From an optimization exercise on the open Yosys and OpenROAD flow, aimed at small area; shortcuts taken in it are not production practice.
Only simulation tests tie the RTL to the original design; equivalence was not proved.
No activity file was given, so power comes from the tool's default toggle rates.

<file path="config.mk">
export PLATFORM = sky130hd
export DESIGN_NAME = regfile_wb_demux
export DESIGN_NICKNAME = regfile_wb_demux
export VERILOG_FILES = /design/flow/design.v
export SDC_FILE = /design/flow/constraint.sdc
export NUM_CORES = 4
export LEC_CHECK = 0
export CAP_MARGIN = 20
export CORE_MARGIN = 2
export CORE_UTILIZATION = 40
export SLEW_MARGIN = 20
</file>
<file path="constraint.sdc">
create_clock -name core_clock -period 6.5 [get_ports {clk}]
set_input_delay 1.3000 -clock core_clock [delete_from_list [all_inputs] [get_ports {clk}]]
set_output_delay 1.3000 -clock core_clock [all_outputs]
set_load 0.01 [all_outputs]
</file>
<file path="design.v">
module regfile_wb_demux #(
  parameter int DATA_W   = 32,
  parameter int ADDR_W   = 5,
  parameter int ZERO_REG = 0
) (
  input  logic                   clk,
  input  logic                   rst_n,
  input  logic                   reg_write,
  input  logic [ADDR_W-1:0]      wr_addr,
  input  logic [DATA_W-1:0]      wr_data,
  input  logic [ADDR_W-1:0]      rd_addr1,
  input  logic [ADDR_W-1:0]      rd_addr2,
  output logic [DATA_W-1:0]      rd_data1,
  output logic [DATA_W-1:0]      rd_data2,
  output logic [(2**ADDR_W)-1:0] wr_onehot
);
  localparam int DEPTH = 2**ADDR_W;
  localparam logic [ADDR_W-1:0] ZERO_ADDR = ADDR_W'(ZERO_REG);
  logic [DATA_W-1:0] regs [DEPTH];
  logic [DEPTH-1:0]  dec;
  always_comb begin
    dec = '0;
    for (int i = 0; i < DEPTH; i++) begin
      dec[i] = reg_write && (wr_addr == ADDR_W'(i));
    end
    dec[ZERO_REG] = 1'b0;
  end
  always_ff @(posedge clk or negedge rst_n) begin
    if (!rst_n) begin
      for (int i = 0; i < DEPTH; i++) begin
        regs[i] <= '0;
      end
    end else begin
      for (int i = 0; i < DEPTH; i++) begin
        if (dec[i]) begin
          regs[i] <= wr_data;
        end
      end
    end
  end
  always_ff @(posedge clk or negedge rst_n) begin
    if (!rst_n) begin
      wr_onehot <= '0;
    end else begin
      wr_onehot <= dec;
    end
  end
  always_comb begin
    rd_data1 = (rd_addr1 == ZERO_ADDR) ? '0 : regs[rd_addr1];
    rd_data2 = (rd_addr2 == ZERO_ADDR) ? '0 : regs[rd_addr2];
  end
endmodule
</file>
<file path="run.sh">
#!/bin/bash
# synth_recipe.tcl (not shown) runs the flow's synth.tcl, then flattens the netlist and writes it again
# the make line also repeats each setting of config.mk as NAME=value (left out here)
make -C /OpenROAD-flow-scripts/flow DESIGN_CONFIG=/design/flow/config.mk WORK_HOME=/design/flow/orfs CLKGATE_MAP_FILE= SYNTH_SCRIPT=/design/flow/synth_recipe.tcl finish
</file>
==> impl_metrics.py, run 1 <==
metrics = {
    "status": {
        "status": "no timing/DRC/antenna violations",
    },
    "timing": {
        "rsz0062_at_grt": "no",
        "clock.fmax_mhz": 161,
        "slew_headroom_pct": 14.5,
        "worstMarginPinSlew_ns": 1.28,
        "finalCritPeriodShare_pct": 95.3,
        "setup_tns_ns": 0,
        "whs_ns": 0.503,
        "hold_viol_final": 0,
        "fin_crit_ns": 6.19,
        "setup-violations-final": 0,
        "slew_viol_final": 0,
        "clock_skew_ns": 0,
    },
    "pwr": {
        "internal-power_w": 0.0130,
        "clock_power_share_pct": 37.5,
        "pwr-share-comb_pct": 15.1,
        "leakage_nw": 26.7,
        "seqPwrFrac_pct": 47.5,
        "p_sw_w": 0.00572,
        "swShare_pct": 30.6,
        "vdd_drop_max_mv": 0.247,
        "power.density_mw_per_mm2": 305,
    },
    "synth": {
        "yosysMostFrequentCell": "dfrtp_1",
        "synth_edf_count": 0,
        "synth_area_sq_mm": 0.0530,
        "yosysWarningCount": 2,
        "yosysUniqueCellTypes": 73,
        "synth_nets": 5010,
        "ys_seq_area_share_pct": 48.3,
        "ys_top_cells_by_count": "dfrtp_1 (1,023), mux2_2 (904), nand3_1 (714)",
        "async_reset_ff_share_pct": 100,
        "synthCells": 4960,
        "synth_top_area_share_pct": 48.3,
        "synth_area_per_cell_sq_um": 10.7,
        "synth.area.top_cells": "dfrtp_1 (48%), mux2_2 (19%), nand3_1 (6.7%), a22oi_1 (4.5%), nand4_1 (2.5%)",
        "synth-main-ff-cell": "dfrtp_1",
        "synth_largest_area_cell": "dfrtp_1",
        "synth-seq-cells": 1023,
    },
    "clock_tree": {
        "htree_levels": 3,
        "hold_buffers": 0,
        "clk_pin_slew_worst_paths_ns": 0.07,
        "cts_buffer_depth": 3,
        "clock_sinks": 1023,
        "cts_tree": "yes",
        "clk_latency_ns": 0.79,
        "cts_buffers": 114,
        "post_cts_resized": 0,
        "post_cts_buffers": 0,
        "cts_root_buf": "clkbuf_16",
    },
    "floorplan": {
        "std_cell_rows": 133,
        "core_sq_mm": 0.131,
        "die_height_microns": 368,
        "die-width_microns": 368,
        "io-pin-count": 146,
        "initial_core_util_pct": 40.3,
        "die_area_sq_mm": 0.135,
    },
    "global_routing": {
        "grt_max_degree": 161,
        "grt_pass1_wl_microns": 390000,
        "grt_use_total_pct": 41.1,
        "grt_pass1_vias": 47400,
        "grt-ovfl-total": 0,
        "antenna_found_initial": 27,
    },
    "place": {
        "place.gp.congestion": 1.05,
        "port_buffers": 144,
        "place.detailed.hpwl_microns": 177000,
    },
    "drt": {
        "drt-initial-drc-count": 11000,
        "wirelength_microns": 287000,
        "firstDrtPassIters": 10,
        "drc": 0,
        "routedWlPerCell_microns": 41.9,
        "ant_nets": 0,
        "vias": 51100,
        "vias_per_cell": 7.46,
    },
    "worst_setup_path": {
        "critPathLaunch": "rd_addr2[4]",
        "path_cells": "clkdlybuf4s50_1, buf_4, nor2b_4, buf_4, and2_1, buf_4, a22oi_1, and4_1, a31oi_1, clkdlybuf4s50_1",
        "cp.depth": 10,
        "cp_num_buf_inv": 5,
        "reg2reg_to": "regs[20][24]",
        "reg2reg_depth": 2,
        "worstPathArrival_ns": 4.89,
        "start_kind": "input port",
        "r2r_setup_slack_ns": 5.59,
        "endpoint": "rd_data2[8]",
        "path_delay_family": "buffers and inverters",
        "slowest_delay_ns": 0.66,
        "worstReg2RegStart": "regs[20][24]",
        "cp_common_cell": "buf_4",
        "crit_type": "input port to output pin",
        "endpoint_kind": "output pin",
        "cp_slowest_cell": "clkdlybuf4s50_1",
        "worstPathRequired_ns": 5.20,
        "cp_max_fo": 22,
    },
    "finish": {
        "area_delta_synth_final_pct": 15.8,
        "nets": 5027,
        "layout-drive-gt1-share_pct": 30.1,
    },
    "worst_hold_path": {
        "hold_path.class": "register to register",
    },
    "flow_run": {
        "maxCapViolCount": 0,
    },
}
## cell families (layout without fill, tap and decap cells)
logic type,count (synthesis),count (layout),synth area share [%]
buffers and inverters,568,676,4.56
AO/OA/AOI/OAI,700,700,10.0
multiplexers,915,915,19.4
other,1,26,0.00708
flip-flops,1023,1023,48.3
AND/OR/NAND/NOR,1753,1753,17.6
## state kept, by name, summed over array words and instances (netlist names)
signal	cells
regs	992
wr_onehot	31
## worst min-delay path by stage
stage	from	endpoint	slack, ns	cells after the start
after floorplan	regs[24][1]	regs[24][1]	0.46	2
after global placement	regs[12][5]	regs[12][5]	0.48	2
after detailed placement	regs[24][2]	regs[24][2]	0.48	2
after CTS	regs[24][2]	regs[24][2]	0.50	2
after global routing	regs[20][23]	regs[20][23]	0.52	2
final	regs[24][2]	regs[24][2]	0.50	2
## placed cells by master, fill, tap and decap left out, types with 8 or more instances in the layout
cell type | netlist | final
o21ai_0 | 9 | 9
a222oi_1 | 35 | 35
nand3_1 | 714 | 713
buf_2 | 176 | 13
bufinv_16 | 0 | 14
clkdlybuf4s50_1 | 0 | 128
a21oi_1 | 82 | 82
a31oi_1 | 59 | 59
a31o_2 | 15 | 15
nand3b_1 | 8 | 8
nor2_1 | 38 | 12
nor3_1 | 25 | 23
buf_4 | 9 | 272
a221o_1 | 24 | 24
nand2_2 | 0 | 11
o31a_1 | 13 | 13
clkinv_2 | 0 | 27
clkbuf_1 | 294 | 15
clkbuf_16 | 0 | 116
and2_1 | 38 | 40
a2111oi_0 | 49 | 49
nand4_1 | 212 | 212
diode_2 | 0 | 25
nor2_4 | 0 | 21
dfrtp_1 | 1023 | 1023
a22o_1 | 53 | 53
nand2_1 | 348 | 336
inv_1 | 20 | 17
mux2i_1 | 11 | 11
nor4_1 | 49 | 49
mux2_2 | 904 | 904
nor2b_1 | 19 | 12
and3_1 | 182 | 180
buf_12 | 0 | 33
clkbuf_8 | 0 | 23
and4_1 | 45 | 45
nor2_2 | 9 | 14
a22oi_1 | 316 | 316
## tightest hold or removal path: stages, from the launching register on
cell and delay [ns]:
dfrtp_1 0.36, nand2_1 0.05, nand2_1 0.06
## layer usage
metal / vias to the layer above / GRT usage [%] / wire (microns)
li1: 18700 / - / -
met1: 25200 / 51.0 / 101000
met2: 5323 / 55.4 / 111000
met3: 1815 / 18.6 / 46300
met4: 16 / 30.7 / 28700
met5: - / 0 / 106
## power by group through the flow
stage	Combinational (W)	Sequential, W	Clock [W]
finish	0.00282	0.00888	0.00701
global route	0.00294	0.00893	0.00726
CTS	0.00273	0.00876	0.00700
detailed placement	0.00273	0.00887	0
global placement	0.00266	0.00886	0
floorplan	0.00171	0.00831	0
## per-stage QoR
stage | setup WS (ns) | power (W) | instances | utilization, % | instance area [sq um]
CTS | 0.531 | 0.0185 | 6822 | 46.6 | 61300
floorplan | 2.32 | 0.0100 | 4960 | - | 53000
global placement | 0.533 | 0.0115 | 6612 | 43.6 | 57300
global route | 0.298 | 0.0191 | 6824 | 46.6 | 61300
detailed placement | 0.551 | 0.0116 | 6615 | 43.6 | 57300
finish | 0.306 | 0.0187 | 6848 | 46.7 | 61300
## area by class of cell
| class | count | area, sq um |
|---|---|---|
| repair buffers | 449 | 4110 |
| inverters | 20 | 78.8 |
| clock buffers | 154 | 3280 |
| clock inverters | 53 | 687 |
| flip-flops and latches | 1023 | 25600 |
| fillers | 12300 | 70100 |
| diodes | 25 | 62.6 |
| well taps | 1755 | 2200 |
| multi-input cells | 3369 | 25300 |
==> inputs of run 2 (changes only) <==
==> design.v (replaced) <==
module regfile_wb_demux #(
  parameter int DATA_W   = 32,
  parameter int ADDR_W   = 5,
  parameter int ZERO_REG = 0
) (
  input  logic                   clk,
  input  logic                   rst_n,
  input  logic                   reg_write,
  input  logic [ADDR_W-1:0]      wr_addr,
  input  logic [DATA_W-1:0]      wr_data,
  input  logic [ADDR_W-1:0]      rd_addr1,
  input  logic [ADDR_W-1:0]      rd_addr2,
  output logic [DATA_W-1:0]      rd_data1,
  output logic [DATA_W-1:0]      rd_data2,
  output logic [(2**ADDR_W)-1:0] wr_onehot
);
  localparam int DEPTH = 2**ADDR_W;
  logic [DEPTH*DATA_W-1:0] regs;
  logic [DEPTH*DATA_W-1:0] nxt;
  logic [DEPTH-1:0]  valid;
  logic [DEPTH-1:0]  dec, dec_n;
  logic [ADDR_W-1:0] last_addr;
  always_comb begin
    for (int i = 0; i < DEPTH; i++) begin
      dec[i]   = reg_write && (wr_addr == ADDR_W'(i)) && (i != ZERO_REG);
      dec_n[i] = !dec[i];
    end
  end
  for (genvar i = 0; i < DEPTH; i++) begin : g_reg
    if (i == ZERO_REG) begin : g_zero
      assign nxt[i*DATA_W +: DATA_W]  = '0;
      assign regs[i*DATA_W +: DATA_W] = '0;
    end else begin : g_data
      for (genvar b = 0; b < DATA_W; b++) begin : g_bit
        rf_hold u_hold (.en(dec[i]), .en_n(dec_n[i]), .d(wr_data[b]), .q(regs[i*DATA_W+b]), .o(nxt[i*DATA_W+b]));
      end
      always_ff @(posedge clk) regs[i*DATA_W +: DATA_W] <= nxt[i*DATA_W +: DATA_W];
    end
  end
  always_ff @(posedge clk or negedge rst_n) begin
    if (!rst_n) valid <= '0;
    else        valid <= valid | dec;
  end
  always_ff @(posedge clk or negedge rst_n) begin
    if (!rst_n)                                         last_addr <= ADDR_W'(ZERO_REG);
    else if (reg_write && wr_addr != ADDR_W'(ZERO_REG)) last_addr <= wr_addr;
    else                                                last_addr <= ADDR_W'(ZERO_REG);
  end
  always_comb begin
    for (int i = 0; i < DEPTH; i++)
      wr_onehot[i] = (last_addr == ADDR_W'(i)) && (i != ZERO_REG);
  end
  logic [DEPTH-1:0] sel1, sel2;
  always_comb begin
    for (int i = 0; i < DEPTH; i++) begin
      sel1[i] = (rd_addr1 == ADDR_W'(i)) && valid[i] && (i != ZERO_REG);
      sel2[i] = (rd_addr2 == ADDR_W'(i)) && valid[i] && (i != ZERO_REG);
    end
  end
  for (genvar b = 0; b < DATA_W; b++) begin : g_rd
    logic [DEPTH-1:0] col;
    for (genvar i = 0; i < DEPTH; i++) begin : g_col
      assign col[i] = regs[i*DATA_W+b];
    end
    rf_mux32 u_rd1 (.sel(sel1), .d(col), .y(rd_data1[b]));
    rf_mux32 u_rd2 (.sel(sel2), .d(col), .y(rd_data2[b]));
  end
endmodule
module rf_hold (
  input  logic en, en_n, d, q,
  output logic o
);
  assign o = (en & d) | (en_n & q);
endmodule
module rf_aoi222 (
  input  logic a1, b1, a2, b2, a3, b3,
  output logic y
);
  assign y = !((a1 & b1) | (a2 & b2) | (a3 & b3));
endmodule
module rf_nand2 (
  input  logic a, b,
  output logic y
);
  assign y = !(a & b);
endmodule
module rf_nand11 (
  input  logic [10:0] a,
  output logic        y
);
  assign y = !(&a);
endmodule
module rf_mux32 (
  input  logic [31:0] sel,
  input  logic [31:0] d,
  output logic        y
);
  logic [10:0] t;
  for (genvar g = 0; g < 10; g++) begin : g_aoi
    rf_aoi222 u (.a1(sel[3*g+1]), .b1(d[3*g+1]), .a2(sel[3*g+2]), .b2(d[3*g+2]),
                 .a3(sel[3*g+3]), .b3(d[3*g+3]), .y(t[g]));
  end
  rf_nand2 u_last (.a(sel[31]), .b(d[31]), .y(t[10]));
  rf_nand11 u_or (.a(t), .y(y));
endmodule
--- a/config.mk
+++ b/config.mk
@@ -10,2 +10,4 @@
 export CORE_UTILIZATION = 40
 export SLEW_MARGIN = 20
+export SYNTH_HIERARCHICAL = 1
+export SYNTH_MINIMUM_KEEP_SIZE = 0
==> run 2 against run 1 <==
Hold slack worse by 0.023 ns. Core utilization up 2.7 points. First-iteration DRC count down 12%. Design area down 22%. Clock skew unchanged. Die area down 26%. Synthesized area down 26%. Largest power group unchanged. Highest routed layer is now met4.
==> impl_metrics.py, run 2 <==
metrics = {
    "worst_setup_path": {
        "cp_max_fo": 22,
        "worstPathArrival_ns": 4.97,
        "endpoint_kind": "output pin",
        "worstPathRequired_ns": 5.20,
        "crit_type": "input port to output pin",
        "start_kind": "input port",
    },
    "status": {
        "status": "no timing/DRC/antenna violations",
    },
    "flow_run": {
        "maxCapViolCount": 0,
    },
    "drt": {
        "ant_nets": 0,
        "firstDrtPassIters": 14,
        "routedWlPerCell_microns": 35.8,
        "wirelength_microns": 180000,
        "drt-initial-drc-count": 9673,
        "vias": 38800,
        "drc": 0,
        "vias_per_cell": 7.75,
    },
    "floorplan": {
        "die-width_microns": 317,
        "die_height_microns": 317,
        "core_sq_mm": 0.0970,
        "die_area_sq_mm": 0.101,
        "std_cell_rows": 114,
        "initial_core_util_pct": 40.5,
        "io-pin-count": 146,
    },
    "global_routing": {
        "grt_max_degree": 37,
        "grt_use_total_pct": 33.6,
        "grt_pass1_wl_microns": 256000,
        "antenna_found_initial": 2,
        "grt-ovfl-total": 0,
        "grt_pass1_vias": 36500,
    },
    "clock_tree": {
        "cts_buffers": 105,
        "htree_levels": 3,
        "cts_buffer_depth": 3,
        "clock_sinks": 1028,
        "clk_latency_ns": 0.69,
        "clk_pin_slew_worst_paths_ns": 0.06,
        "post_cts_buffers": 0,
        "hold_buffers": 0,
        "cts_root_buf": "clkbuf_16",
        "post_cts_resized": 0,
        "cts_tree": "yes",
    },
    "synth": {
        "synth_top_area_share_pct": 50.5,
        "synth-main-ff-cell": "dfxtp_1",
        "async_reset_ff_share_pct": 3.50,
        "synth_area_per_cell_sq_um": 12.0,
        "synthCells": 3267,
        "ys_top_cells_by_count": "a22o_1 (992), dfxtp_1 (992), a222oi_1 (640)",
        "synth_nets": 3317,
        "synth-seq-cells": 1028,
        "ys_seq_area_share_pct": 52.8,
        "yosysWarningCount": 7,
        "synth_area_sq_mm": 0.0393,
        "synth_edf_count": 0,
        "yosysUniqueCellTypes": 35,
        "synth_largest_area_cell": "dfxtp_1",
        "synth.area.top_cells": "dfxtp_1 (51%), a22o_1 (22%), a222oi_1 (16%), dfrtp_1 (2.3%), nand4_1 (2.1%)",
    },
    "pwr": {
        "power.density_mw_per_mm2": 353,
        "vdd_drop_max_mv": 0.215,
        "swShare_pct": 27.1,
        "seqPwrFrac_pct": 50.8,
        "internal-power_w": 0.0123,
        "clock_power_share_pct": 37.3,
        "p_sw_w": 0.00458,
        "leakage_nw": 19.3,
        "pwr-share-comb_pct": 11.9,
    },
    "finish": {
        "layout-drive-gt1-share_pct": 11.9,
        "layout_common_cells": "a22o_1 (992), dfxtp_1 (992), a222oi_1 (640), clkdlybuf4s50_1 (143), buf_4 (131)",
        "area_delta_synth_final_pct": 21.7,
        "reg_top3": "regs: 992 flops, valid: 31 flops, last_addr: 5 flops",
        "nets": 3703,
        "largest_register_ffs": 992,
        "top_register": "regs",
        "final_util_pct": 49.3,
    },
    "timing": {
        "setup_tns_ns": 0,
        "clock_skew_ns": 0,
        "worstMarginPinSlew_ns": 1.23,
        "whs_ns": 0.480,
        "hold_viol_final": 0,
        "finalCritPeriodShare_pct": 96.5,
        "clock.fmax_mhz": 159,
        "setup-violations-final": 0,
        "fin_crit_ns": 6.27,
        "rsz0062_at_grt": "no",
        "slew_headroom_pct": 18.0,
        "final.setup.worst_slack_ns": 0.226,
        "slew_viol_final": 0,
    },
    "place": {
        "port_buffers": 144,
        "place.gp.congestion": 0.973,
        "place.detailed.hpwl_microns": 106000,
        "post-place-ws_ns": 0.451,
    },
    "worst_hold_path": {
        "hold_path.class": "register to register",
    },
}
run 2: path summary, 6_finish.rpt:
| kind | slack, ns | end | startpoint | cells after the start |
|---|---|---|---|---|
| max in group asynchronous | 5.29 | valid[18] | rst_n | 1 |
| min in group asynchronous | 0.71 | valid[20] | rst_n | 1 |
| hold / removal | 0.48 | valid[15] | valid[15] | 1 |
| setup / recovery | 0.23 | rd_data1[28] | rd_addr1[1] | 8 |
| hold reg to reg | 0.48 | valid[15] | valid[15] | 1 |
| setup reg to reg | 5.80 | valid[19] | valid[19] | 1 |
run 2: kinds of logic after synthesis:
group	Yosys count	share of synthesized area (%)
AOI/OAI and AO/OA	1663	39.0
buffers and inverters	27	0.344
DFF	1028	52.8
other	1	0.00954
and+or+nand+nor	548	7.82
run 2: cell type report:
class	count	area (sq um)
Timing Repair Buffer	306	3140
Clock inverter	37	498
Multi-Input combinational cell	2212	18800
Clock buffer	153	3070
Tap cell	1276	1600
Sequential cell	1028	20800
Fill cell	8640	49200
Antenna cell	1	2.50
run 2: power by group through the flow:
| stage | sequential [W] | combinational, W | clock [W] |
|---|---|---|---|
| after floorplan | 0.00837 | 0.00125 | 0 |
| after global placement | 0.00862 | 0.00189 | 0 |
| after detailed placement | 0.00862 | 0.00196 | 0 |
| after CTS | 0.00852 | 0.00196 | 0.00630 |
| after global routing | 0.00871 | 0.00213 | 0.00656 |
| final | 0.00858 | 0.00201 | 0.00630 |
run 2: modules after synthesis (local to each module, per instance), a selection:
| module | flip-flops and latches | cells inside | copies in the design | cell area, sq um |
|---|---|---|---|---|
| rf_hold | 0 | 1 | 992 | 8.76 |
| rf_nand11 | 0 | 4 | 64 | 23.8 |
| rf_nand2 | 0 | 1 | 64 | 3.75 |
| regfile_wb_demux | 1028 | 1315 | 1 | 22400 |
| rf_aoi222 | 0 | 1 | 640 | 10.0 |
run 2: critical path, stage by stage:
cell and delay (ns):
clkdlybuf4s50_1 0.66, nor3b_1 0.61, and3_2 0.76, buf_4 0.35
a222oi_1 0.13, nand4_1 0.27, or3_1 0.28, clkdlybuf4s50_1 0.58
run 2: stage by stage:
stage / instances / power [W] / cell area [sq um]
2_1_floorplan: 3267 / 0.00961 / 39300
3_3_place_gp: 4806 / 0.0105 / 43800
3_5_place_dp: 4811 / 0.0106 / 44000
4_1_cts: 5001 / 0.0168 / 47500
5_1_grt: 5012 / 0.0174 / 47800
6_report: 5013 / 0.0169 / 47800
run 2: metal layers:
layer | share of wire (%) | track usage [%] | up-vias
met5 | 0 | 0.142 | -
met4 | 5.7 | 17.7 | 0
met3 | 15 | 9.93 | 597
met2 | 40 | 45.8 | 3567
met1 | 39 | 47.3 | 18900
li1 | - | - | 15800
==> inputs of run 3 (changes only) <==
==> flow/run.sh (new file) <==
#!/bin/bash
set -euo pipefail
export BUFFER_PORTS_ARGS="-buffer_cell sky130_fd_sc_hd__buf_1"
export CTS_ARGS="-sink_clustering_enable -repair_clock_nets -dont_use_dummy_load -buf_list sky130_fd_sc_hd__clkbuf_16 -sink_clustering_size 25 -sink_clustering_max_diameter 70"
bash standard.sh > standard_make.log 2>&1
==> standard.sh (new file) <==
#!/bin/bash
# synth_recipe.tcl (not shown) runs the flow's synth.tcl, then flattens the netlist and writes it again
# the make line also repeats each setting of config.mk as NAME=value (left out here)
make -C /OpenROAD-flow-scripts/flow DESIGN_CONFIG=/design/flow/config.mk WORK_HOME=/design/flow/orfs CLKGATE_MAP_FILE= SYNTH_SCRIPT=/design/flow/synth_recipe.tcl "${@:-finish}"
--- a/config.mk
+++ b/config.mk
@@ -8,5 +8,5 @@
 export CAP_MARGIN = 20
 export CORE_MARGIN = 2
-export CORE_UTILIZATION = 40
+export CORE_UTILIZATION = 55
 export SLEW_MARGIN = 20
 export SYNTH_HIERARCHICAL = 1
removed: run.sh
==> run 3 against run 2 <==
Die area shrank 27%. Hold slack lost 0.012 ns. Sequential cell count is the same. Synthesized cell count is the same. Still clean. Critical path depth is the same. Register-to-register slack is essentially flat. Clock power shrank 44%. Critical endpoint is now rd_data1[17]. Via count grew 3.0%. Combinational power shrank 5%.
==> impl_metrics.py, run 3 <==
metrics = {
    "clock_tree": {
        "clk_pin_slew_worst_paths_ns": 0.06,
        "cts_buffers": 52,
        "clock_sinks": 1028,
        "hold_buffers": 0,
        "post_cts_buffers": 0,
        "cts_buffer_depth": 3,
        "cts_root_buf": "clkbuf_16",
        "htree_levels": 2,
        "clk_latency_ns": 0.65,
        "post_cts_resized": 0,
        "cts_tree": "yes",
    },
    "drt": {
        "routedWlPerCell_microns": 39.9,
        "drc": 0,
        "drt-initial-drc-count": 10100,
        "vias_per_cell": 8.79,
        "wirelength_microns": 181000,
        "vias": 40000,
        "ant_nets": 0,
        "firstDrtPassIters": 11,
    },
    "synth": {
        "synth_edf_count": 0,
        "synth_area_sq_mm": 0.0393,
        "synth_area_per_cell_sq_um": 12.0,
        "ys_seq_area_share_pct": 52.8,
        "synth_top_area_share_pct": 50.5,
        "synth_largest_area_cell": "dfxtp_1",
        "synth-main-ff-cell": "dfxtp_1",
        "yosysUniqueCellTypes": 35,
        "synth_nets": 3317,
        "synth-seq-cells": 1028,
        "yosysWarningCount": 7,
        "async_reset_ff_share_pct": 3.50,
        "synth.area.top_cells": "dfxtp_1 (51%), a22o_1 (22%), a222oi_1 (16%), dfrtp_1 (2.3%), nand4_1 (2.1%)",
        "synthCells": 3267,
        "ys_top_cells_by_count": "a22o_1 (992), dfxtp_1 (992), a222oi_1 (640)",
    },
    "floorplan": {
        "initial_core_util_pct": 55.3,
        "die_height_microns": 271,
        "io-pin-count": 146,
        "die-width_microns": 271,
        "std_cell_rows": 98,
        "die_area_sq_mm": 0.0736,
        "core_sq_mm": 0.0711,
    },
    "finish": {
        "layout-drive-gt1-share_pct": 7.29,
        "layout_common_cells": "a22o_1 (992), dfxtp_1 (992), a222oi_1 (640), buf_4 (147), buf_1 (143)",
        "area_delta_synth_final_pct": 11.5,
        "top_register": "regs",
        "final_util_pct": 61.6,
        "largest_register_ffs": 992,
        "nets": 3648,
        "reg_top3": "regs: 992 flops, valid: 31 flops, last_addr: 5 flops",
    },
    "worst_setup_path": {
        "worstPathArrival_ns": 4.68,
        "cp_max_fo": 18,
        "start_kind": "input port",
        "endpoint_kind": "output pin",
        "crit_type": "input port to output pin",
        "worstPathRequired_ns": 5.20,
    },
    "timing": {
        "setup-violations-final": 0,
        "fin_crit_ns": 5.98,
        "rsz0062_at_grt": "no",
        "slew_viol_final": 0,
        "finalCritPeriodShare_pct": 92.1,
        "clock.fmax_mhz": 167,
        "hold_viol_final": 0,
        "setup_tns_ns": 0,
        "slew_headroom_pct": 15.2,
        "worstMarginPinSlew_ns": 1.27,
        "clock_skew_ns": 0,
    },
    "place": {
        "place.gp.congestion": 1.10,
        "port_buffers": 144,
        "place.detailed.hpwl_microns": 101000,
    },
    "pwr": {
        "seqPwrFrac_pct": 61.4,
        "swShare_pct": 28.7,
        "vdd_drop_max_mv": 0.252,
        "clock_power_share_pct": 25.0,
        "internal-power_w": 0.00997,
        "pwr-share-comb_pct": 13.6,
        "leakage_nw": 17.7,
        "power.density_mw_per_mm2": 319,
        "p_sw_w": 0.00401,
    },
    "flow_run": {
        "maxCapViolCount": 0,
    },
    "global_routing": {
        "grt_pass1_vias": 38600,
        "grt-ovfl-total": 0,
        "antenna_found_initial": 1,
        "grt_use_total_pct": 46.7,
        "grt_pass1_wl_microns": 259000,
        "grt_max_degree": 37,
    },
    "status": {
        "status": "no timing/DRC/antenna violations",
    },
    "worst_hold_path": {
        "hold_path.class": "register to register",
    },
}
[run 3: cell counts after synthesis]
Identical to the previous run, type by type.
[run 3: final cells by class]
| cell class | count | area (sq um) |
|---|---|---|
| fill | 5834 | 27300 |
| sequential | 1028 | 20800 |
| tap | 950 | 1190 |
| clock buffer | 52 | 1300 |
| timing repair buffer | 304 | 1960 |
| multi-input combinational | 2212 | 18600 |
| antenna | 5 | 12.5 |
[run 3: worst max-delay path: stages]
cell	delay, ns
buf_1	0.27
nor3b_1	0.77
and3_1	1.03
buf_4	0.44
a222oi_1	0.16
nand4_1	0.25
or3_1	0.26
buf_1	0.19
[run 3: power groups by stage]
stage / Sequential, W / Combinational (W) / Clock, W
2_1_floorplan: 0.00837 / 0.00125 / 0
3_3_place_gp: 0.00856 / 0.00176 / 0
3_5_place_dp: 0.00864 / 0.00183 / 0
4_1_cts: 0.00852 / 0.00184 / 0.00347
5_1_grt: 0.00871 / 0.00201 / 0.00368
6_report: 0.00858 / 0.00191 / 0.00350
[run 3: kinds of logic (layout without fill, tap and decap cells)]
logic type | count (synthesis) | count (layout) | synth area share (%)
AND/OR/NAND/NOR | 548 | 548 | 7.82
buffers and inverters | 27 | 356 | 0.344
AO/OA/AOI/OAI | 1663 | 1663 | 39.0
flip-flops | 1028 | 1028 | 52.8
other | 1 | 6 | 0.00954
[run 3: routing by layer]
layer / wire length [microns] / up-vias / GRT usage [%]
met4: 14200 / 2 / 30.6
li1: - / 15600 / -
met5: 12 / - / 1.09
met3: 31500 / 827 / 16.1
met2: 72800 / 4214 / 65.1
met1: 63000 / 19300 / 61.2
[run 3: worst paths after layout]
| path | end | slack [ns] | from | cells after the start |
|---|---|---|---|---|
| worst max-delay path | rd_data1[17] | 0.52 | rd_addr1[1] | 8 |
| worst min-delay path | valid[31] | 0.47 | valid[31] | 1 |
| worst max register to register | valid[11] | 5.80 | valid[11] | 1 |
| worst min register to register | valid[31] | 0.47 | valid[31] | 1 |
| max in group asynchronous | valid[6] | 5.07 | rst_n | 1 |
| min in group asynchronous | valid[15] | 0.77 | rst_n | 1 |
[run 3: metrics by stage]
step	hold slack [ns]	cell area [sq um]	std cells	setup slack [ns]	power (W)
3_5_place_dp	0.452	42300	4486	0.822	0.0105
6_report	0.468	43800	4551	0.515	0.0140
5_1_grt	0.485	43800	4546	0.534	0.0144
4_1_cts	0.468	43600	4538	0.806	0.0138
2_1_floorplan	0.433	39300	3267	2.24	0.00961
3_3_place_gp	0.448	42200	4482	0.884	0.0103
[run 3: Yosys stat by module, one instance, submodules excluded, a selection]
module | area (sq um) | flops+latches
regfile_wb_demux | 22400 | 1028
rf_aoi222 | 10.0 | 0
rf_hold | 8.76 | 0
rf_nand11 | 23.8 | 0
rf_nand2 | 3.75 | 0
==> inputs of run 4 (changes only) <==
--- a/config.mk
+++ b/config.mk
@@ -6,8 +6,8 @@
 export NUM_CORES = 4
 export LEC_CHECK = 0
-export CAP_MARGIN = 20
+export CAP_MARGIN = 0
 export CORE_MARGIN = 2
 export CORE_UTILIZATION = 55
-export SLEW_MARGIN = 20
+export SLEW_MARGIN = 0
 export SYNTH_HIERARCHICAL = 1
 export SYNTH_MINIMUM_KEEP_SIZE = 0
==> run 4 against run 3 <==
Non-clock buffer count decreased by 12. Count of clock-buffer cells in the layout is the same. Worst setup slack gained 0.12 ns. Critical path depth stayed put. Combinational power about the same. Hold slack gained 0.0015 ns. Sequential power barely moved. Still clean. Largest power group unchanged. Synthesized area stayed put. Global-route usage fell by 0.092 points.
==> impl_metrics.py, run 4 <==
metrics = {
    "synth": {
        "async_reset_ff_share_pct": 3.50,
        "synthCells": 3267,
        "yosysWarningCount": 7,
        "ys_top_cells_by_count": "a22o_1 (992), dfxtp_1 (992), a222oi_1 (640)",
        "synth-seq-cells": 1028,
        "synth_largest_area_cell": "dfxtp_1",
        "synth_nets": 3317,
        "synth_area_per_cell_sq_um": 12.0,
        "synth_area_sq_mm": 0.0393,
        "synth_top_area_share_pct": 50.5,
        "synth.area.top_cells": "dfxtp_1 (51%), a22o_1 (22%), a222oi_1 (16%), dfrtp_1 (2.3%), nand4_1 (2.1%)",
        "yosysUniqueCellTypes": 35,
        "synth_edf_count": 0,
        "synth-main-ff-cell": "dfxtp_1",
        "ys_seq_area_share_pct": 52.8,
    },
    "timing": {
        "setup_tns_ns": 0,
        "setup-violations-final": 0,
        "hold_viol_final": 0,
        "worstMarginPinSlew_ns": 1.40,
        "slew_viol_final": 0,
        "clock_skew_ns": 0,
        "rsz0062_at_grt": "no",
        "fin_crit_ns": 5.87,
        "slew_headroom_pct": 6.57,
        "clock.fmax_mhz": 170,
        "finalCritPeriodShare_pct": 90.3,
    },
    "status": {
        "status": "no timing/DRC/antenna violations",
    },
    "place": {
        "port_buffers": 144,
        "dp.cells": 4482,
        "place.gp.congestion": 1.10,
        "place.detailed.hpwl_microns": 101000,
    },
    "worst_setup_path": {
        "path_delay_family": "simple AND/OR/NAND/NOR gates",
        "worstPathRequired_ns": 5.20,
        "cp_num_buf_inv": 3,
        "slowest_delay_ns": 1.00,
        "cp_common_cell": "buf_1",
        "path_cells": "buf_1, nor3b_1, and3_1, buf_4, a222oi_1, nand4_1, or3_1, buf_1",
        "worstPathArrival_ns": 4.57,
        "worstReg2RegStart": "valid[11]",
        "start_kind": "input port",
        "cp_max_fo": 18,
        "endpoint_kind": "output pin",
        "critPathLaunch": "rd_addr1[1]",
        "crit_type": "input port to output pin",
        "cp_slowest_cell": "and3_1",
    },
    "clock_tree": {
        "post_cts_resized": 0,
        "hold_buffers": 0,
        "cts_tree": "yes",
        "cts_buffers": 52,
        "clk_pin_slew_worst_paths_ns": 0.07,
        "cts_buffer_depth": 3,
        "clock_sinks": 1028,
        "cts_root_buf": "clkbuf_16",
        "clk_latency_ns": 0.64,
        "post_cts_buffers": 0,
        "htree_levels": 2,
    },
    "finish": {
        "layout-drive-gt1-share_pct": 6.95,
        "reg_top3": "regs: 992 flops, valid: 31 flops, last_addr: 5 flops",
        "nets": 3636,
        "layout_common_cells": "a22o_1 (992), dfxtp_1 (992), a222oi_1 (640), buf_4 (147), buf_1 (143)",
        "fin_cells": 4536,
        "area_delta_synth_final_pct": 10.8,
        "largest_register_ffs": 992,
        "top_register": "regs",
    },
    "drt": {
        "firstDrtPassIters": 13,
        "drc": 0,
        "vias": 39900,
        "drt-initial-drc-count": 10700,
        "wirelength_microns": 181000,
        "vias_per_cell": 8.79,
        "ant_nets": 0,
        "routedWlPerCell_microns": 39.9,
    },
    "floorplan": {
        "core_sq_mm": 0.0711,
        "std_cell_rows": 98,
        "io-pin-count": 146,
        "die-width_microns": 271,
        "initial_core_util_pct": 55.3,
        "die_area_sq_mm": 0.0736,
        "die_height_microns": 271,
    },
    "worst_hold_path": {
        "hold_path.class": "register to register",
        "hp-start": "valid[22]",
    },
    "pwr": {
        "leakage_nw": 17.6,
        "vdd_drop_max_mv": 0.278,
        "power.density_mw_per_mm2": 321,
    },
    "global_routing": {
        "grt_max_degree": 37,
        "grt_pass1_wl_microns": 258000,
        "grt_use_total_pct": 46.6,
        "grt_pass1_vias": 38300,
        "grt-ovfl-total": 0,
        "antenna_found_initial": 1,
    },
    "flow_run": {
        "maxCapViolCount": 0,
    },
}
[run 4: cell counts after synthesis]
No cell type changed its count.
[run 4: power by group]
part / internal (W) / switching [W]
Clock: 0.00142 / 0.00207
Sequential: 0.00756 / 0.00103
Combinational: 0.000988 / 0.000917
[run 4: kinds of logic (layout without fill, tap and decap cells)]
kind of cell           Yosys count  count (layout)  share of synthesized area, %
DFF                           1028            1028                          52.8
and+or+nand+nor                548             548                          7.82
AOI/OAI and AO/OA             1663            1663                          39.0
other                            1               3                       0.00954
buffers and inverters           27             344                         0.344
[run 4: path summary, 6_finish.rpt]
kind / endpoint / slack, ns / cells past startpoint
setup / recovery: rd_data1[17] / 0.63 / 8
hold / removal: valid[22] / 0.47 / 1
setup reg to reg: valid[11] / 5.81 / 1
hold reg to reg: valid[22] / 0.47 / 1
max in group asynchronous: valid[26] / 5.03 / 1
min in group asynchronous: valid[3] / 0.80 / 1
[run 4: Yosys stat by module, one instance, submodules excluded, a selection]
module            flip-flops and latches  cells  times used  cell area [sq um]
rf_hold                                0      1         992               8.76
rf_aoi222                              0      1         640               10.0
rf_nand11                              0      4          64               23.8
regfile_wb_demux                    1028   1315           1              22400
rf_nand2                               0      1          64               3.75
[run 4: final cells by class]
class	instances	area [sq um]
tap	950	1190
multi-input combinational	2212	18600
clock buffer	52	1300
fill	5797	27600
antenna	2	5.00
sequential	1028	20800
timing repair buffer	292	1670
[run 4: stage by stage]
stage	hold WS [ns]	utilization, %	power (W)	setup WS, ns	cell area (sq um)
after floorplan	0.433	-	0.00961	2.24	39300
after global placement	0.448	59.4	0.0103	0.884	42200
after detailed placement	0.451	59.4	0.0105	0.882	42200
after CTS	0.468	61.2	0.0138	0.882	43500
after global routing	0.491	61.2	0.0144	0.651	43500
final	0.470	61.2	0.0140	0.631	43500
[run 4: routing by layer]
metal / up-vias / GRT usage (%) / wire (microns)
li1: 15600 / - / -
met1: 19200 / 61.2 / 63200
met2: 4236 / 66.0 / 73200
met3: 852 / 16.0 / 31200
met4: 0 / 28.1 / 13500
met5: - / 0.834 / 0
==> inputs of run 5 (changes only) <==
--- a/config.mk
+++ b/config.mk
@@ -6,8 +6,8 @@
 export NUM_CORES = 4
 export LEC_CHECK = 0
-export CAP_MARGIN = 0
+export CAP_MARGIN = 8
 export CORE_MARGIN = 2
 export CORE_UTILIZATION = 55
-export SLEW_MARGIN = 0
+export SLEW_MARGIN = 8
 export SYNTH_HIERARCHICAL = 1
 export SYNTH_MINIMUM_KEEP_SIZE = 0
==> run 5 against run 4 <==
Largest cell class unchanged. Still clean. Highest routed layer unchanged. Largest power group unchanged. Non-clock buffer count unchanged. Core utilization unchanged. Worst setup slack unchanged. Routed wire length unchanged.
==> impl_metrics.py, run 5 <==
metrics = {
    "synth": {
        "synth.area.top_cells": "dfxtp_1 (51%), a22o_1 (22%), a222oi_1 (16%), dfrtp_1 (2.3%), nand4_1 (2.1%)",
        "async_reset_ff_share_pct": 3.50,
        "yosysUniqueCellTypes": 35,
        "synth_top_area_share_pct": 50.5,
        "synth-main-ff-cell": "dfxtp_1",
        "ys_seq_area_share_pct": 52.8,
        "synth_area_per_cell_sq_um": 12.0,
        "synth_edf_count": 0,
        "synthCells": 3267,
        "synth-seq-cells": 1028,
        "synth_nets": 3317,
        "yosysWarningCount": 7,
        "synth_area_sq_mm": 0.0393,
        "synth_largest_area_cell": "dfxtp_1",
        "ys_top_cells_by_count": "a22o_1 (992), dfxtp_1 (992), a222oi_1 (640)",
    },
    "place": {
        "place_area_sq_mm": 0.0422,
        "port_buffers": 144,
        "place.gp.congestion": 1.10,
        "place.detailed.hpwl_microns": 101000,
    },
    "worst_setup_path": {
        "critPathLaunch": "rd_addr1[1]",
        "reg2reg_depth": 1,
        "start_kind": "input port",
        "reg2reg_to": "valid[11]",
        "endpoint_kind": "output pin",
        "worstPathRequired_ns": 5.20,
        "cp_max_fo": 18,
        "endpoint": "rd_data1[17]",
        "r2r_setup_slack_ns": 5.81,
        "worstReg2RegStart": "valid[11]",
        "crit_type": "input port to output pin",
        "worstPathArrival_ns": 4.57,
    },
    "clock_tree": {
        "cts_buffers": 52,
        "cts_tree": "yes",
        "htree_levels": 2,
        "cts_root_buf": "clkbuf_16",
        "clock_sinks": 1028,
        "cts_buffer_depth": 3,
        "hold_buffers": 0,
        "post_cts_resized": 0,
        "post_cts_buffers": 0,
        "clk_pin_slew_worst_paths_ns": 0.07,
        "clk_latency_ns": 0.64,
    },
    "global_routing": {
        "grt-ovfl-total": 0,
        "grt_pass1_wl_microns": 258000,
        "antenna_found_initial": 1,
        "grt_pass1_vias": 38300,
        "grt_max_degree": 37,
        "grt_use_total_pct": 46.6,
    },
    "finish": {
        "reg_top3": "regs: 992 flops, valid: 31 flops, last_addr: 5 flops",
        "top_register": "regs",
        "layout_common_cells": "a22o_1 (992), dfxtp_1 (992), a222oi_1 (640), buf_4 (147), buf_1 (143)",
        "stdcell_area_sq_mm": 0.0435,
        "layout-drive-gt1-share_pct": 6.95,
        "final_util_pct": 61.2,
        "largest_register_ffs": 992,
        "nets": 3636,
        "area_delta_synth_final_pct": 10.8,
    },
    "drt": {
        "drc": 0,
        "drt-initial-drc-count": 10700,
        "wl_met2_microns": 73200,
        "firstDrtPassIters": 13,
        "maxUsedRoutingLayer": "met4",
        "vias_per_cell": 8.79,
        "wirelength_microns": 181000,
        "wl_met3_microns": 31200,
        "drt-met1-wl_microns": 63200,
        "ant_nets": 0,
        "vias": 39900,
        "routedWlPerCell_microns": 39.9,
    },
    "floorplan": {
        "initial_core_util_pct": 55.3,
        "io-pin-count": 146,
        "die_height_microns": 271,
        "die_area_sq_mm": 0.0736,
        "core_sq_mm": 0.0711,
        "std_cell_rows": 98,
        "die-width_microns": 271,
    },
    "timing": {
        "rsz0062_at_grt": "no",
        "setup_tns_ns": 0,
        "clock_skew_ns": 0,
        "clock.fmax_mhz": 170,
        "fin_crit_ns": 5.87,
        "worstMarginPinSlew_ns": 1.40,
        "finalCritPeriodShare_pct": 90.3,
        "slew_headroom_pct": 6.57,
        "hold_viol_final": 0,
        "slew_viol_final": 0,
        "setup-violations-final": 0,
    },
    "pwr": {
        "power.density_mw_per_mm2": 321,
        "leakage_nw": 17.6,
        "vdd_drop_max_mv": 0.278,
    },
    "flow_run": {
        "maxCapViolCount": 0,
    },
    "status": {
        "status": "no timing/DRC/antenna violations",
    },
    "worst_hold_path": {
        "hold_path.class": "register to register",
    },
}
run 5: cell counts after synthesis:
No cell type changed its count.
run 5: kinds of logic after synthesis:
family	count (synthesis)	share of synthesized area (%)
buffers and inverters	27	0.344
other	1	0.00954
AOI/OAI and AO/OA	1663	39.0
and+or+nand+nor	548	7.82
DFF	1028	52.8
run 5: Yosys stat by module, one instance, submodules excluded, a selection:
module	area [sq um]	copies in the design	flip-flops and latches
rf_aoi222	10.0	640	0
rf_nand11	23.8	64	0
regfile_wb_demux	22400	1	1028
rf_nand2	3.75	64	0
rf_hold	8.76	992	0
run 5: metal layers:
| layer | track usage, % | up-vias |
|---|---|---|
| met5 | 0.834 | - |
| met4 | 28.1 | 0 |
| met3 | 16.0 | 852 |
| met2 | 66.0 | 4236 |
| met1 | 61.2 | 19200 |
| li1 | - | 15600 |
run 5: worst min path at each step:
| stage | start | end | slack, ns | cells after the start |
|---|---|---|---|---|
| 2_1_floorplan | valid[10] | valid[10] | 0.43 | 1 |
| 3_3_place_gp | valid[27] | valid[27] | 0.45 | 1 |
| 3_5_place_dp | valid[8] | valid[8] | 0.45 | 1 |
| 4_1_cts | valid[8] | valid[8] | 0.47 | 1 |
| 5_1_grt | valid[28] | valid[28] | 0.49 | 1 |
| 6_report | valid[22] | valid[22] | 0.47 | 1 |
run 5: area by class of cell:
| type | count | area [sq um] |
|---|---|---|
| fill | 5797 | 27600 |
| sequential | 1028 | 20800 |
| multi-input combinational | 2212 | 18600 |
| timing repair buffer | 292 | 1670 |
| clock buffer | 52 | 1300 |
| tap | 950 | 1190 |
| antenna | 2 | 5.00 |
run 5: through the flow:
stage / power [W] / cells / hold WS [ns] / setup WS [ns]
floorplan: 0.00961 / 3267 / 0.433 / 2.24
global route: 0.0144 / 4534 / 0.491 / 0.651
finish: 0.0140 / 4536 / 0.470 / 0.631
global placement: 0.0103 / 4482 / 0.448 / 0.884
detailed placement: 0.0105 / 4482 / 0.451 / 0.882
CTS: 0.0138 / 4534 / 0.468 / 0.882
run 5: power by group:
group / switching (W) / internal (W) / leakage, nW
clock: 0.00207 / 0.00142 / 0.641
sequential: 0.00103 / 0.00756 / 8.67
combinational: 0.000917 / 0.000988 / 8.30
total: 0.00401 / 0.00997 / 17.6
run 5: critical path, stage by stage:
cell,delay [ns]
buf_1,0.26
nor3b_1,0.69
and3_1,1.00
buf_4,0.44
a222oi_1,0.17
nand4_1,0.24
or3_1,0.27
buf_1,0.18
==> inputs of run 6 (changes only) <==
==> flow/run.sh (replaced) <==
#!/bin/bash
set -euo pipefail
export BUFFER_PORTS_ARGS="-buffer_cell sky130_fd_sc_hd__buf_1"
export CTS_ARGS="-sink_clustering_enable -repair_clock_nets -dont_use_dummy_load -buf_list sky130_fd_sc_hd__clkbuf_16 -sink_clustering_size 25 -sink_clustering_max_diameter 90"
bash standard.sh > standard_make.log 2>&1
--- a/config.mk
+++ b/config.mk
@@ -6,8 +6,8 @@
 export NUM_CORES = 4
 export LEC_CHECK = 0
-export CAP_MARGIN = 8
+export CAP_MARGIN = 0
 export CORE_MARGIN = 2
-export CORE_UTILIZATION = 55
-export SLEW_MARGIN = 8
+export CORE_UTILIZATION = 65
+export SLEW_MARGIN = 0
 export SYNTH_HIERARCHICAL = 1
 export SYNTH_MINIMUM_KEEP_SIZE = 0
==> run 6 against run 5 <==
First-iteration DRC count grew 1.3%. Sequential share of layout area grew 0.41 points. Global-route usage grew 6.0 points. Critical endpoint is now rd_data1[19]. Critical path depth shrank 1. Design area shrank 0.85%. Worst setup slack lost 0.12 ns.
==> impl_metrics.py, run 6 <==
metrics = {
    "clock_tree": {
        "post_cts_resized": 0,
        "cts_root_buf": "clkbuf_16",
        "clock_sinks": 1028,
        "htree_levels": 2,
        "cts_buffers": 47,
        "cts_tree": "yes",
        "clk_latency_ns": 0.64,
        "clk_pin_slew_worst_paths_ns": 0.08,
        "cts_buffer_depth": 3,
        "post_cts_buffers": 0,
        "hold_buffers": 0,
    },
    "worst_setup_path": {
        "cp_common_cell": "buf_1",
        "endpoint_kind": "output pin",
        "cp_slowest_cell": "or3_1",
        "start_kind": "input port",
        "worstReg2RegStart": "valid[25]",
        "r2r_setup_slack_ns": 5.81,
        "crit_type": "input port to output pin",
        "slowest_delay_ns": 0.70,
        "cp_max_fo": 16,
        "reg2reg_depth": 1,
        "cp_num_buf_inv": 2,
        "reg2reg_to": "valid[25]",
        "worstPathRequired_ns": 5.20,
        "path_cells": "buf_1, nor3_1, and3_1, a222oi_1, nand4_1, or3_1, buf_1",
        "path_delay_family": "simple AND/OR/NAND/NOR gates",
        "worstPathArrival_ns": 4.69,
    },
    "finish": {
        "n_fill_cell": 4289,
        "stdcell_area_sq_mm": 0.0432,
        "area_delta_synth_final_pct": 9.83,
        "layout-drive-gt1-share_pct": 6.46,
        "nets": 3628,
        "multi_input_area_sq_mm": 0.0186,
        "layout_common_cells": "a22o_1 (992), dfxtp_1 (992), a222oi_1 (640), buf_4 (144), buf_1 (143)",
        "largest_register_ffs": 992,
        "seqCellArea_sq_mm": 0.0208,
        "reg_top3": "regs: 992 flops, valid: 31 flops, last_addr: 5 flops",
        "top_register": "regs",
    },
    "global_routing": {
        "grt_pass1_vias": 39300,
        "grt-ovfl-total": 0,
        "antenna_found_initial": 7,
        "grt_pass1_wl_microns": 250000,
        "grt_use_total_pct": 52.6,
        "grt_max_degree": 37,
    },
    "pwr": {
        "vdd_drop_max_mv": 0.257,
        "internal-power_w": 0.00985,
        "leakage_nw": 17.5,
        "swShare_pct": 28.8,
        "pwr-share-comb_pct": 13.9,
        "seqPwrFrac_pct": 62.2,
        "p_sw_w": 0.00398,
        "power.density_mw_per_mm2": 320,
        "clock_power_share_pct": 23.9,
    },
    "synth": {
        "synth-main-ff-cell": "dfxtp_1",
        "synth.area.top_cells": "dfxtp_1 (51%), a22o_1 (22%), a222oi_1 (16%), dfrtp_1 (2.3%), nand4_1 (2.1%)",
        "synth_area_per_cell_sq_um": 12.0,
        "synth_largest_area_cell": "dfxtp_1",
        "yosysUniqueCellTypes": 35,
        "synth_top_area_share_pct": 50.5,
        "yosysWarningCount": 7,
        "ys_seq_area_share_pct": 52.8,
        "synth_area_sq_mm": 0.0393,
        "synth_nets": 3317,
        "async_reset_ff_share_pct": 3.50,
        "synthCells": 3267,
        "synth-seq-cells": 1028,
        "synth_edf_count": 0,
        "ys_top_cells_by_count": "a22o_1 (992), dfxtp_1 (992), a222oi_1 (640)",
    },
    "timing": {
        "clock.fmax_mhz": 167,
        "slew_headroom_pct": 3.77,
        "setup_tns_ns": 0,
        "worstMarginPinSlew_ns": 1.44,
        "fin_crit_ns": 5.99,
        "slew_viol_final": 0,
        "rsz0062_at_grt": "no",
        "hold_viol_final": 0,
        "setup-violations-final": 0,
        "clock_skew_ns": 0,
        "finalCritPeriodShare_pct": 92.1,
    },
    "flow_run": {
        "maxCapViolCount": 0,
    },
    "drt": {
        "wirelength_microns": 173000,
        "vias": 40500,
        "drc": 0,
        "drt-initial-drc-count": 10800,
        "routedWlPerCell_microns": 39.7,
        "ant_nets": 0,
        "firstDrtPassIters": 15,
        "vias_per_cell": 9.28,
    },
    "status": {
        "status": "no timing/DRC/antenna violations",
    },
    "floorplan": {
        "io-pin-count": 146,
        "std_cell_rows": 90,
        "die-width_microns": 250,
        "core_sq_mm": 0.0600,
        "initial_core_util_pct": 65.5,
        "die_height_microns": 250,
        "die_area_sq_mm": 0.0624,
    },
    "worst_hold_path": {
        "hold_path.class": "register to register",
        "min_path_cells": 1,
        "whs_endpoint": "valid[16]",
        "hp-start": "valid[16]",
    },
    "place": {
        "port_buffers": 144,
        "place.detailed.hpwl_microns": 96800,
        "place.gp.congestion": 1.07,
        "place_area_sq_mm": 0.0420,
    },
}
run 6: cell counts after synthesis:
Identical to the previous run, type by type.
run 6: worst max-delay path by stage:
stage	start	endpoint	slack [ns]	cells after the start
floorplan	rd_addr1[1]	rd_data1[0]	2.24	6
global placement	rd_addr1[1]	rd_data1[10]	1.02	8
detailed placement	rd_addr1[1]	rd_data1[16]	1.04	8
CTS	rd_addr1[1]	rd_data1[10]	1.02	8
global route	rd_addr1[1]	rd_data1[19]	0.66	7
finish	rd_addr1[1]	rd_data1[19]	0.51	7
run 6: power groups by stage:
stage	clock network (W)	logic, W	registers [W]
floorplan	0	0.00125	0.00837
global placement	0	0.00173	0.00853
detailed placement	0	0.00182	0.00864
CTS	0.00326	0.00183	0.00852
global route	0.00347	0.00200	0.00871
finish	0.00331	0.00192	0.00860
run 6: layout make-up:
class                   count  area share [%]
multi-input cells        2212            43.1
clock buffers              47            2.73
diodes                      4          0.0232
flip-flops and latches   1028            48.1
well taps                 782            2.27
repair buffers            289            3.81
run 6: per-layer routing:
metal / global-route usage, % / vias to the layer above / routed length (microns) / share of wire [%]
met1: 66.7 / 19000 / 56500 / 33
met2: 72.7 / 4805 / 67800 / 39
li1: - / 15600 / - / -
met3: 20.6 / 1130 / 32900 / 19
met5: 0.232 / - / 27 / 0.016
met4: 37.6 / 4 / 15900 / 9.2
run 6: metrics by stage:
step	cells	setup WS, ns	total power, W	hold WS (ns)	util (%)
2_1_floorplan	3267	2.24	0.00961	0.433	-
3_3_place_gp	4311	1.02	0.0103	0.446	69.9
3_5_place_dp	4311	1.04	0.0105	0.454	69.9
4_1_cts	4358	1.02	0.0136	0.471	71.9
5_1_grt	4358	0.663	0.0142	0.491	71.9
6_report	4362	0.515	0.0138	0.475	71.9
run 6: per-module statistics from Yosys, one instance, submodules excluded, excerpt:
module            cells  times used  flops+latches  area [sq um]
rf_aoi222             1         640              0          10.0
regfile_wb_demux   1315           1           1028         22400
rf_hold               1         992              0          8.76
rf_nand11             4          64              0          23.8
rf_nand2              1          64              0          3.75
run 6: cell families after synthesis:
logic type	Yosys count	share of synthesized area [%]
AO/OA/AOI/OAI	1663	39.0
flip-flops	1028	52.8
AND/OR/NAND/NOR	548	7.82
buffers and inverters	27	0.344
other	1	0.00954
==> inputs of run 7 (changes only) <==
--- a/design.v
+++ b/design.v
@@ -19,10 +19,26 @@
   logic [DEPTH*DATA_W-1:0] nxt;
   logic [DEPTH-1:0]  valid;
-  logic [DEPTH-1:0]  dec, dec_n;
+  logic [DEPTH-1:0]  dec;
+  logic [DEPTH-1:0]  en_lo, en_n_lo, en_hi, en_n_hi;
+  logic [3:0]        wpre_lo;    
+  logic [7:0]        wpre_hi;    
   logic [ADDR_W-1:0] last_addr;
   always_comb begin
-    for (int i = 0; i < DEPTH; i++) begin
-      dec[i]   = reg_write && (wr_addr == ADDR_W'(i)) && (i != ZERO_REG);
-      dec_n[i] = !dec[i];
+    for (int i = 0; i < DEPTH; i++)
+      dec[i] = reg_write && (wr_addr == ADDR_W'(i)) && (i != ZERO_REG);
+  end
+  for (genvar j = 0; j < 4; j++) begin : g_wlo
+    assign wpre_lo[j] = reg_write && (wr_addr[1:0] == 2'(j));
+  end
+  for (genvar j = 0; j < 8; j++) begin : g_whi
+    assign wpre_hi[j] = (wr_addr[4:2] == 3'(j));
+  end
+  for (genvar i = 0; i < DEPTH; i++) begin : g_en
+    if (i == ZERO_REG) begin : g_zero
+      assign en_lo[i] = 1'b0; assign en_n_lo[i] = 1'b1;
+      assign en_hi[i] = 1'b0; assign en_n_hi[i] = 1'b1;
+    end else begin : g_dec
+      rf_dec u_lo (.a(wpre_lo[i % 4]), .b(wpre_hi[i / 4]), .en(en_lo[i]), .en_n(en_n_lo[i]));
+      rf_dec u_hi (.a(wpre_lo[i % 4]), .b(wpre_hi[i / 4]), .en(en_hi[i]), .en_n(en_n_hi[i]));
     end
   end
@@ -33,5 +49,8 @@
     end else begin : g_data
       for (genvar b = 0; b < DATA_W; b++) begin : g_bit
-        rf_hold u_hold (.en(dec[i]), .en_n(dec_n[i]), .d(wr_data[b]), .q(regs[i*DATA_W+b]), .o(nxt[i*DATA_W+b]));
+        logic en_b, en_n_b;
+        assign en_b   = (b < DATA_W/2) ? en_lo[i]   : en_hi[i];
+        assign en_n_b = (b < DATA_W/2) ? en_n_lo[i] : en_n_hi[i];
+        rf_hold u_hold (.en(en_b), .en_n(en_n_b), .d(wr_data[b]), .q(regs[i*DATA_W+b]), .o(nxt[i*DATA_W+b]));
       end
       always_ff @(posedge clk) regs[i*DATA_W +: DATA_W] <= nxt[i*DATA_W +: DATA_W];
@@ -51,9 +70,24 @@
       wr_onehot[i] = (last_addr == ADDR_W'(i)) && (i != ZERO_REG);
   end
-  logic [DEPTH-1:0] sel1, sel2;
-  always_comb begin
-    for (int i = 0; i < DEPTH; i++) begin
-      sel1[i] = (rd_addr1 == ADDR_W'(i)) && valid[i] && (i != ZERO_REG);
-      sel2[i] = (rd_addr2 == ADDR_W'(i)) && valid[i] && (i != ZERO_REG);
+  logic [3:0] r1_lo, r2_lo;
+  logic [7:0] r1_hi, r2_hi;
+  for (genvar j = 0; j < 4; j++) begin : g_rlo
+    assign r1_lo[j] = (rd_addr1[1:0] == 2'(j));
+    assign r2_lo[j] = (rd_addr2[1:0] == 2'(j));
+  end
+  for (genvar j = 0; j < 8; j++) begin : g_rhi
+    assign r1_hi[j] = (rd_addr1[4:2] == 3'(j));
+    assign r2_hi[j] = (rd_addr2[4:2] == 3'(j));
+  end
+  logic [DEPTH-1:0] sel1_lo, sel1_hi, sel2_lo, sel2_hi;
+  for (genvar i = 0; i < DEPTH; i++) begin : g_sel
+    if (i == ZERO_REG) begin : g_zero
+      assign sel1_lo[i] = 1'b0; assign sel1_hi[i] = 1'b0;
+      assign sel2_lo[i] = 1'b0; assign sel2_hi[i] = 1'b0;
+    end else begin : g_and
+      rf_and3 u1l (.a(r1_lo[i % 4]), .b(r1_hi[i / 4]), .c(valid[i]), .y(sel1_lo[i]));
+      rf_and3 u1h (.a(r1_lo[i % 4]), .b(r1_hi[i / 4]), .c(valid[i]), .y(sel1_hi[i]));
+      rf_and3 u2l (.a(r2_lo[i % 4]), .b(r2_hi[i / 4]), .c(valid[i]), .y(sel2_lo[i]));
+      rf_and3 u2h (.a(r2_lo[i % 4]), .b(r2_hi[i / 4]), .c(valid[i]), .y(sel2_hi[i]));
     end
   end
@@ -63,6 +97,9 @@
       assign col[i] = regs[i*DATA_W+b];
     end
-    rf_mux32 u_rd1 (.sel(sel1), .d(col), .y(rd_data1[b]));
-    rf_mux32 u_rd2 (.sel(sel2), .d(col), .y(rd_data2[b]));
+    logic [DEPTH-1:0] s1, s2;
+    assign s1 = (b < DATA_W/2) ? sel1_lo : sel1_hi;
+    assign s2 = (b < DATA_W/2) ? sel2_lo : sel2_hi;
+    rf_mux32 u_rd1 (.sel(s1), .d(col), .y(rd_data1[b]));
+    rf_mux32 u_rd2 (.sel(s2), .d(col), .y(rd_data2[b]));
   end
 endmodule
@@ -72,4 +109,17 @@
 );
   assign o = (en & d) | (en_n & q);
+endmodule
+module rf_dec (
+  input  logic a, b,
+  output logic en, en_n
+);
+  assign en   = a & b;
+  assign en_n = !(a & b);
+endmodule
+module rf_and3 (
+  input  logic a, b, c,
+  output logic y
+);
+  assign y = a & b & c;
 endmodule
 module rf_aoi222 (
--- a/config.mk
+++ b/config.mk
@@ -6,8 +6,8 @@
 export NUM_CORES = 4
 export LEC_CHECK = 0
-export CAP_MARGIN = 0
+export CAP_MARGIN = 10
 export CORE_MARGIN = 2
-export CORE_UTILIZATION = 65
-export SLEW_MARGIN = 0
+export CORE_UTILIZATION = 55
+export SLEW_MARGIN = 10
 export SYNTH_HIERARCHICAL = 1
 export SYNTH_MINIMUM_KEEP_SIZE = 0
==> run 7 against run 6 <==
Count of clock-buffer cells in the layout is 1 higher. Highest routed layer unchanged. Still clean. Critical path depth stayed put. Design area is 0.22% lower. Non-clock buffer count is 110 lower. Die area is 19% higher. Hold slack better by 0.032 ns. Largest power group unchanged. Worst setup slack better by 0.076 ns. Via count is 1.4% lower. Critical endpoint is now rd_data1[24]. Routed wire length is 2.2% higher. Sequential cell count stayed put. Combinational power hardly changed.
==> impl_metrics.py, run 7 <==
metrics = {
    "clock_tree": {
        "cts_tree": "yes",
        "cts_root_buf": "clkbuf_16",
        "clock_sinks": 1028,
        "post_cts_buffers": 0,
        "hold_buffers": 0,
        "htree_levels": 2,
        "clk_pin_slew_worst_paths_ns": 0.10,
        "cts_buffers": 48,
        "clk_latency_ns": 0.65,
        "post_cts_resized": 0,
        "cts_buffer_depth": 3,
    },
    "worst_setup_path": {
        "cp_slowest_cell": "nor3b_2",
        "reg2reg_depth": 1,
        "endpoint_kind": "output pin",
        "reg2reg_to": "valid[28]",
        "slowest_delay_ns": 0.94,
        "worstPathArrival_ns": 4.61,
        "path_delay_family": "simple AND/OR/NAND/NOR gates",
        "start_kind": "input port",
        "worstReg2RegStart": "valid[28]",
        "worstPathRequired_ns": 5.20,
        "r2r_setup_slack_ns": 5.69,
        "cp_common_cell": "buf_1",
        "crit_type": "input port to output pin",
        "cp_max_fo": 16,
        "cp_num_buf_inv": 2,
        "path_cells": "buf_1, nor3b_2, and3_1, a222oi_1, nand4_1, or3_1, buf_1",
    },
    "synth": {
        "synth_area_per_cell_sq_um": 11.8,
        "yosysWarningCount": 7,
        "synth_largest_area_cell": "dfxtp_1",
        "async_reset_ff_share_pct": 3.50,
        "synth-seq-cells": 1028,
        "synth_nets": 3412,
        "synth_area_sq_mm": 0.0398,
        "ys_seq_area_share_pct": 52.1,
        "synth-main-ff-cell": "dfxtp_1",
        "synthCells": 3362,
        "yosysUniqueCellTypes": 31,
        "synth.area.top_cells": "dfxtp_1 (50%), a22o_1 (22%), a222oi_1 (16%), dfrtp_1 (2.3%), nand4_1 (2.0%)",
        "ys_top_cells_by_count": "a22o_1 (992), dfxtp_1 (992), a222oi_1 (640)",
        "synth_top_area_share_pct": 49.9,
        "synth_edf_count": 0,
    },
    "floorplan": {
        "std_cell_rows": 98,
        "die_height_microns": 273,
        "die-width_microns": 273,
        "core_sq_mm": 0.0716,
        "initial_core_util_pct": 55.6,
        "io-pin-count": 146,
        "die_area_sq_mm": 0.0746,
    },
    "pwr": {
        "leakage_nw": 17.5,
        "vdd_drop_max_mv": 0.330,
        "power.density_mw_per_mm2": 324,
        "power.total_w": 0.0140,
    },
    "timing": {
        "slew_headroom_pct": 21.7,
        "slew_viol_final": 0,
        "setup_tns_ns": 0,
        "rsz0062_at_grt": "no",
        "hold_viol_final": 0,
        "clock.fmax_mhz": 169,
        "clock_skew_ns": 0,
        "fin_crit_ns": 5.91,
        "finalCritPeriodShare_pct": 90.9,
        "worstMarginPinSlew_ns": 1.17,
        "setup-violations-final": 0,
    },
    "global_routing": {
        "grt_use_total_pct": 44.9,
        "grt_pass1_wl_microns": 252000,
        "antenna_found_initial": 9,
        "grt_max_degree": 37,
        "grt-ovfl-total": 0,
        "grt_pass1_vias": 36300,
    },
    "finish": {
        "reg_top3": "regs: 992 flops, valid: 31 flops, last_addr: 5 flops",
        "nets": 3634,
        "layout_common_cells": "a22o_1 (992), dfxtp_1 (992), a222oi_1 (640), nand2_1 (130), nand4_1 (128)",
        "largest_register_ffs": 992,
        "area_delta_synth_final_pct": 8.11,
        "multi_input_area_sq_mm": 0.0190,
        "seqCellArea_sq_mm": 0.0208,
        "layout-drive-gt1-share_pct": 3.71,
        "n_fill_cell": 5950,
        "top_register": "regs",
    },
    "worst_hold_path": {
        "whs_endpoint": "regs[239]",
        "hold_path.class": "register to register",
        "hp-start": "regs[239]",
        "min_path_cells": 1,
    },
    "drt": {
        "vias_per_cell": 8.80,
        "routedWlPerCell_microns": 39.0,
        "drc": 0,
        "firstDrtPassIters": 13,
        "wirelength_microns": 177000,
        "vias": 39900,
        "ant_nets": 0,
        "drt-initial-drc-count": 10700,
    },
    "place": {
        "place.detailed.hpwl_microns": 114000,
        "place.gp.congestion": 1.03,
        "port_buffers": 144,
    },
    "status": {
        "status": "no timing/DRC/antenna violations",
    },
    "flow_run": {
        "maxCapViolCount": 0,
    },
}
[run 7: cell types whose count changed after synthesis, sizes merged, moves of 7 or more]
cell    delta
and3      +66
and2      +59
nand2     +32
nor2      -31
a21o      -16
o21bai    +16
buf       -10
clkbuf    -10
inv        +7
[run 7: report_power, final]
group	switching, W	leakage (nW)	total [W]	internal [W]
sequential	0.00114	8.67	0.00870	0.00756
clock	0.00204	0.592	0.00337	0.00132
combinational	0.000933	8.28	0.00191	0.000974
[run 7: worst max path at each step]
stage                            from            to  cells after the start
after CTS                 rd_addr2[0]  rd_data2[24]                      8
final                     rd_addr1[4]  rd_data1[24]                      7
after floorplan           rd_addr1[0]   rd_data1[0]                      5
after detailed placement  rd_addr2[0]  rd_data2[24]                      8
after global routing      rd_addr1[0]  rd_data1[24]                      8
after global placement    rd_addr2[0]  rd_data2[24]                      8
[run 7: per-module statistics from Yosys, one instance, submodules excluded, excerpt]
module            cells inside  flip-flops and latches
regfile_wb_demux          1162                    1028
rf_and3                      1                       0
rf_aoi222                    1                       0
rf_dec                       2                       0
rf_hold                      1                       0
rf_nand11                    4                       0
rf_nand2                     1                       0
[run 7: final cells by class]
cell class                      count  area share, %
Clock buffer                       48           2.79
Multi-Input combinational cell   2319           44.2
Inverter                            8         0.0813
Sequential cell                  1028           48.2
Tap cell                          950           2.76
Timing Repair Buffer              179           1.96
Antenna cell                        4         0.0232
[run 7: metrics by stage]
step           hold slack (ns)  worst slack (ns)  utilization, %  area (sq um)  cells
5_1_grt                  0.518             0.703            60.1         43100   4533
6_report                 0.507             0.591            60.1         43100   4536
3_5_place_dp             0.477             0.953            58.4         41900   4484
3_3_place_gp             0.472             0.942            58.4         41900   4484
4_1_cts                  0.500             0.946            60.1         43100   4532
2_1_floorplan            0.460              2.49               -         39800   3362
[run 7: kinds of logic (layout without fill, tap and decap cells)]
family,count (synthesis),after routing,synth area share [%]
compound gates,1663,1663,38.5
buf+inv,15,235,0.176
flops,1028,1028,52.1
other cells,1,5,0.00941
simple gates,655,655,9.23
[run 7: layer usage]
metal,part of all wire [%],track usage [%]
met5,0.021,0
met4,7.5,26.5
met3,15,12.1
met2,42,66.2
met1,35,59.0

## what the ideal ports hide
The flow's constraints put no driver on any port. The routed layouts listed below were extracted and timed again, unchanged, in two steps.
Step 1 (the two cells are an assumption about what drives the block):
set clk [get_ports {clk}]
set_driving_cell -lib_cell sky130_fd_sc_hd__clkbuf_16 $clk
set_driving_cell -lib_cell sky130_fd_sc_hd__buf_2 [delete_from_list [all_inputs] $clk]
Step 2, shift: input delay + t, output delay - t, t = (earliest + latest rising clock arrival at the registers) / 2. This alone moves slack from input paths to output paths.
Slacks: ideal ports / drivers / drivers and shift; pairs: ideal ports / drivers.
| run | t (ns) | slack for setup (ns) | hold WS [ns] |
|---|---|---|---|
| run 1 | 0.863 | 0.306 / 0.132 / 0.132 | 0.503 / 0.503 / 0.503 |
| run 2 | 0.749 | 0.226 / 0.196 / 0.196 | 0.480 / 0.480 / 0.480 |
| run 3 | 0.719 | 0.515 / 0.495 / 0.495 | 0.468 / 0.468 / 0.468 |
| run 4 | 0.713 | 0.631 / 0.611 / 0.611 | 0.470 / 0.470 / 0.470 |
| run 5 | 0.713 | 0.631 / 0.611 / 0.611 | 0.470 / 0.470 / 0.470 |
| run 6 | 0.703 | 0.515 / 0.481 / 0.481 | 0.475 / 0.475 / 0.475 |
| run 7 | 0.700 | 0.591 / 0.475 / 0.475 | 0.507 / 0.507 / 0.507 |
After both steps every run listed still meets setup and hold. For run 1, which loses most, drivers alone change the setup slack by -0.174 ns; drivers and shift together by -0.174 ns.
